Background: an optimization exercise with open tools, aiming at small area. Do not read the settings as production practice.
Only simulation tests tie the RTL to the original design; equivalence was not proved.
No activity file was given, so power comes from the tool's default toggle rates.

== P ==
==> flow/design.v <==
`default_nettype none
package synth_pkg;
	localparam int SAMPLE_INTERVAL = 1500;          
	localparam int FREQ_DEFAULT = 50;               
	localparam int RATE_DEFAULT = 270;
	localparam int INITIAL_DEFAULT = 511;
	localparam int SPREAD_DEFAULT = 120;
endpackage
`default_nettype wire
`default_nettype none
import synth_pkg::*;
module additive_synth_top (
	input wire ADC_Data_Received,
	input wire reset,
	input wire i_param_load,
	input wire [15:0] i_param_freq,
	input wire [8:0] i_param_rate,
	input wire [8:0] i_param_initial,
	input wire [15:0] i_param_spread,
	output logic o_dac_cs,
	output logic o_dac_clock,
	output logic o_dac_bit
);
	logic [10:0] cnt;                  
	logic active;                      
	logic [7:0] rc;                    
	logic [3:0] b;
	logic copy;                        
	assign b = rc[3:0];
	assign copy = (cnt == 11'd1499) || (cnt == 11'd2047);
	always_ff @(posedge ADC_Data_Received) begin
		if (reset) begin
			cnt <= 11'd2047;
			active <= 1'b0;
			rc <= 8'd0;
		end else begin
			cnt <= copy ? 11'd0 : cnt + 11'd1;
			if (cnt == 11'd1499)
				active <= 1'b1;
			rc <= rc + 8'd1;
		end
	end
	localparam logic [15:0] FREQ_ROT = 16'(FREQ_DEFAULT) << 1;
	localparam logic [15:0] SPREAD_ROT = 16'(SPREAD_DEFAULT) << 1;
	logic [15:0] live_freq, live_spread, snap_freq, snap_spread;
	logic [8:0] live_rate, live_init, snap_rate;
	logic lv;
	logic [1:0] qs;
	always_ff @(posedge ADC_Data_Received) begin
		if (i_param_load) begin
			live_freq <= i_param_freq;
			live_rate <= i_param_rate;
			live_init <= i_param_initial;
			live_spread <= i_param_spread;
		end
		if (reset)
			lv <= 1'b0;
		else if (i_param_load)
			lv <= 1'b1;
	end
	always_ff @(posedge ADC_Data_Received) begin
		if (reset) begin
			snap_freq <= FREQ_ROT;
			snap_spread <= SPREAD_ROT;
			snap_rate <= 9'(RATE_DEFAULT);
			qs <= 2'd0;
		end else if (copy && lv) begin
			snap_freq <= live_freq;
			snap_spread <= live_spread;
			snap_rate <= live_rate;
			qs <= rc[3:2];
		end else begin
			snap_freq <= {snap_freq[0], snap_freq[15:1]};
			snap_spread <= {snap_spread[0], snap_spread[15:1]};
		end
	end
	logic wk;                          
	logic [1:0] w;                     
	logic [3:0] k;                     
	logic kz;
	logic alive;                       
	logic last_word;
	assign kz = (k == 4'd0);
	assign last_word = (b == 4'd15);
	logic [255:0] ring;
	logic head, tap, head_val, head_in, pc, pcn;
	logic [15:0] adv;
	logic adv_out, adv_in, ac, acn, op;
	logic clearing, pa;
	assign head = ring[255];
	assign tap = ring[239];
	assign clearing = !active && (cnt[10:8] == 3'd0);
	assign head_val = head && !clearing;
	assign pa = wk && (w == 2'd1) && alive;
	assign adv_out = adv[0];
	assign {pcn, head_in} = head_val + (pa && adv_out) + (pc && (b != 4'd0));
	always_comb begin
		if ((w == 2'd1) || (w == 2'd0 && kz))
			op = snap_freq[{qs, 2'b01}];
		else if (w == 2'd2)
			op = snap_spread[{qs, 2'b01}];
		else
			op = 1'b0;
	end
	assign {acn, adv_in} = adv_out + op + (ac && (b != 4'd0));
	always_ff @(posedge ADC_Data_Received) begin
		ring <= {ring[254:0], head_in};
		pc <= pcn;
		adv <= {wk ? adv_in : 1'b0, adv[15:1]};
		ac <= acn;
	end
	logic [14:0] x;
	logic s;
	logic seen_a, ain, out_a, clip, magbit;
	logic [14:0] acc_a;
	logic [15:0] sum_a;
	assign ain = (w == 2'd1) && (b != 4'd15) && (head ^ seen_a);
	logic [15:0] ca;
	assign ca[0] = 1'b0;
	for (genvar i = 0; i < 15; i++) begin : g_add_a
		assign {ca[i+1], sum_a[i]} = acc_a[i] + (ain && x[i]) + ca[i];
	end
	assign sum_a[15] = ca[15];
	assign out_a = sum_a[0];
	assign clip = (x == 15'h4000);
	assign magbit = out_a || clip;
	always_ff @(posedge ADC_Data_Received) begin
		if (w == 2'd0 && b != 4'd15)
			x <= {tap, x[14:1]};
		if (w == 2'd1 && b == 4'd15)
			s <= head;
		seen_a <= !last_word && (seen_a || head);
		acc_a <= sum_a[15:1];
	end
	logic [8:0] lvl, acc_b;
	logic [9:0] sum_b;
	logic magwin, ratewin, bin, out_b, seen_b, rate_bit;
	logic [15:0] rate_vec;
	assign magwin = (w == 2'd1 && b >= 4'd13) || (w == 2'd2 && b <= 4'd11);
	assign ratewin = wk && !kz && ((w == 2'd0 && b >= 4'd9) || (w == 2'd1 && b <= 4'd1));
	assign rate_vec = {snap_rate[6:0], 7'b0, snap_rate[8], snap_rate[7]};
	assign rate_bit = rate_vec[b];
	assign bin = magwin ? magbit : (ratewin && rate_bit);
	logic [9:0] cb;
	assign cb[0] = 1'b0;
	for (genvar i = 0; i < 9; i++) begin : g_add_b
		assign {cb[i+1], sum_b[i]} = acc_b[i] + (bin && lvl[i]) + cb[i];
	end
	assign sum_b[9] = cb[9];
	assign out_b = sum_b[0];
	always_ff @(posedge ADC_Data_Received) begin
		acc_b <= sum_b[9:1];
		seen_b <= !(w == 2'd1 && b == 4'd12) && (seen_b || out_b);
		if (!reset && copy)
			lvl <= lv ? live_init : 9'(INITIAL_DEFAULT);
		else if (wk && !kz && w == 2'd1 && b == 4'd2)
			lvl <= acc_b;
	end
	logic [15:0] tl_lo, tr_lo;
	logic [2:0] tl_hi, tr_hi;
	logic vflag, par, first, aw, hiwin, tc, tcn, t_op, t_out, cbit, t_in;
	assign hiwin = (w == 2'd0) && (b >= 4'd6);
	assign cbit = vflag && (out_b ^ (s && seen_b));
	assign t_out = hiwin ? (par ? tr_hi[0] : tl_hi[0]) : (par ? tr_lo[0] : tl_lo[0]);
	assign t_op = !first && t_out;
	assign {tcn, t_in} = t_op + cbit + (tc && !(w == 2'd2 && b == 4'd6));
	always_ff @(posedge ADC_Data_Received) begin
		if (w == 2'd1 && b == 4'd15) begin
			vflag <= alive;
			par <= k[0];
			first <= (k[3:1] == 3'd0);
		end
		tc <= tcn;
		tl_lo <= {(aw && !hiwin && !par) ? t_in : tl_lo[0], tl_lo[15:1]};
		tr_lo <= {(aw && !hiwin && par) ? t_in : tr_lo[0], tr_lo[15:1]};
		if (aw && hiwin && !par)
			tl_hi <= {t_in, tl_hi[2:1]};
		if (aw && hiwin && par)
			tr_hi <= {t_in, tr_hi[2:1]};
	end
	always_ff @(posedge ADC_Data_Received) begin
		if (reset) begin
			wk <= 1'b0;
			w <= 2'd0;
			k <= 4'd0;
			alive <= 1'b0;
			aw <= 1'b0;
		end else begin
			if (!wk) begin
				if (rc == 8'd255 && cnt[10:8] == 3'd1) begin
					wk <= 1'b1;
					alive <= 1'b1;
				end
			end else if (last_word) begin
				if (w == 2'd1 && (adv_out || k == 4'd15))
					alive <= 1'b0;
				if (w == 2'd2) begin
					w <= 2'd0;
					k <= k + 4'd1;
					if (k == 4'd15)
						wk <= 1'b0;
				end else begin
					w <= w + 2'd1;
				end
			end
			if (w == 2'd2 && b == 4'd5)
				aw <= 1'b1;
			else if (w == 2'd0 && b == 4'd8)
				aw <= 1'b0;
		end
	end
	logic fr, hb, lb;
	logic [3:0] m, pos;
	logic [15:0] lo;
	logic [2:0] hi;
	assign fr = active && (cnt[10:6] == 5'd0);
	assign m = cnt[4:1];
	assign pos = 4'd9 - m - b;
	assign lo = cnt[5] ? tr_lo : tl_lo;
	assign hi = cnt[5] ? tr_hi : tl_hi;
	assign hb = (m[3:1] == 3'd0) ? hi[2] : (m[0] ? hi[0] : hi[1]);
	assign lb = lo[pos];
	assign o_dac_cs = !fr;
	assign o_dac_clock = fr && cnt[0];
	assign o_dac_bit = fr && ((m[3:2] == 2'd0) ? hb : lb);
endmodule
`default_nettype wire
export LEC_CHECK = 0
export CAP_MARGIN = 20
export CORE_MARGIN = 2
export CORE_UTILIZATION = 40
export PLACE_DENSITY = 0.6
export SLEW_MARGIN = 20
create_clock -name core_clock -period 12.0 [get_ports {ADC_Data_Received}]
standard.sh (not shown) runs the stock make flow with config.mk's settings and CLKGATE_MAP_FILE= SYNTH_SCRIPT=/design/flow/synth_recipe.tcl, a recipe that flattens the netlist after the stock synthesis.
==> flow/flow/run.sh <==
#!/bin/bash
# Standard ORFS layout with a leaner clock tree (large leaf clusters, no
# dummy loads) and the smallest buffer on each port.
set -uo pipefail
bash standard.sh \
  "CTS_ARGS=-sink_clustering_enable -repair_clock_nets -buf_list sky130_fd_sc_hd__clkbuf_4 -sink_clustering_size 11 -sink_clustering_max_diameter 45 -dont_use_dummy_load" \
  "BUFFER_PORTS_ARGS=-buffer_cell sky130_fd_sc_hd__buf_1" \
  finish > orfs_make.log 2>&1
status=$?
cp -r orfs/logs orfs_logs 2>/dev/null || true
exit $status
Inputs modified between P and Q:
==> flow/flow/run.sh <==
#!/bin/bash
# Standard ORFS layout with a leaner clock tree (large leaf clusters, no
# dummy loads) and the smallest buffer on each port.
set -uo pipefail
bash standard.sh \
  "CTS_ARGS=-sink_clustering_enable -repair_clock_nets -buf_list sky130_fd_sc_hd__clkbuf_16 -sink_clustering_size 34 -sink_clustering_max_diameter 70 -dont_use_dummy_load" \
  "BUFFER_PORTS_ARGS=-buffer_cell sky130_fd_sc_hd__buf_1" \
  finish > orfs_make.log 2>&1
status=$?
cp -r orfs/logs orfs_logs 2>/dev/null || true
exit $status
==> comparison <==
From P to Q the numbers moved as follows: average via count per standard cell shrank by about 0.37%; highest achievable clock rate lower. Post-synthesis sequential area ratio: P vs Q — no meaningful difference. Between P and Q, the combinational power does not differ in any meaningful way. Q does worse than P on clock group total power. Going from P to Q, the power share of the sequential group was found to have gone down by 4.5 points. Measured against each other, P and Q differ in portion of total power attributed to combinational logic, the lower figure coming from Q. Q vs. P: final-layout non-clock buffer area share neither gained nor lost much, proportion of power drawn by the clock network picked up an extra 5.1 points.
What R does differently from Q at the input level:
==> flow/flow/run.sh <==
#!/bin/bash
# Standard ORFS layout with a leaner clock tree (large leaf clusters, no
# dummy loads) and the smallest buffer on each port.
set -uo pipefail
bash standard.sh \
  "CTS_ARGS=-sink_clustering_enable -repair_clock_nets -buf_list sky130_fd_sc_hd__clkbuf_8 -sink_clustering_size 20 -sink_clustering_max_diameter 65 -dont_use_dummy_load" \
  "BUFFER_PORTS_ARGS=-buffer_cell sky130_fd_sc_hd__buf_1" \
  finish > orfs_make.log 2>&1
status=$?
cp -r orfs/logs orfs_logs 2>/dev/null || true
exit $status
-- flow/config.mk --
<<< Q, line 8
export CAP_MARGIN = 20
export CORE_MARGIN = 2
export CORE_UTILIZATION = 40
export PLACE_DENSITY = 0.6
export SLEW_MARGIN = 20
>>> R, line 8
export CAP_MARGIN = 20
export CORE_MARGIN = 2
export CORE_UTILIZATION = 55
export PLACE_DENSITY = 0.7
export SLEW_MARGIN = 20
==> summary.txt <==
Sort R and Q by count of standard-cell rows asc -> top: R
Taking Q as the reference, in R share of the clock period used by the worst path after layout climbed 0.29 points; setup skew after layout climbed 50 ps.

static timing again, ports no longer ideal:
No port has a modelled driver above. Below, the same layouts with a new extraction and two added sets of constraints. Step 1 assumes that a clkbuf_16 drives the clock port and a buf_2 every other input. Step 2, shift: input delay + t, output delay - t, t = (earliest + latest rising clock arrival at the registers) / 2. This alone moves slack from input paths to output paths. Slacks: ideal ports / drivers / drivers and shift; pairs: ideal ports / drivers.
| run | t (ns) | setup WS [ns] | worst data-port slew with drivers (ns) |
|---|---|---|---|
| P | 0.702 | 4.186 / 4.186 / 4.186 | 0.04 |
| Q | 0.578 | 4.151 / 4.151 / 4.151 | 0.04 |
| R | 0.595 | 4.116 / 4.116 / 4.116 | 0.04 |
After both steps setup and hold are still met in every run listed.
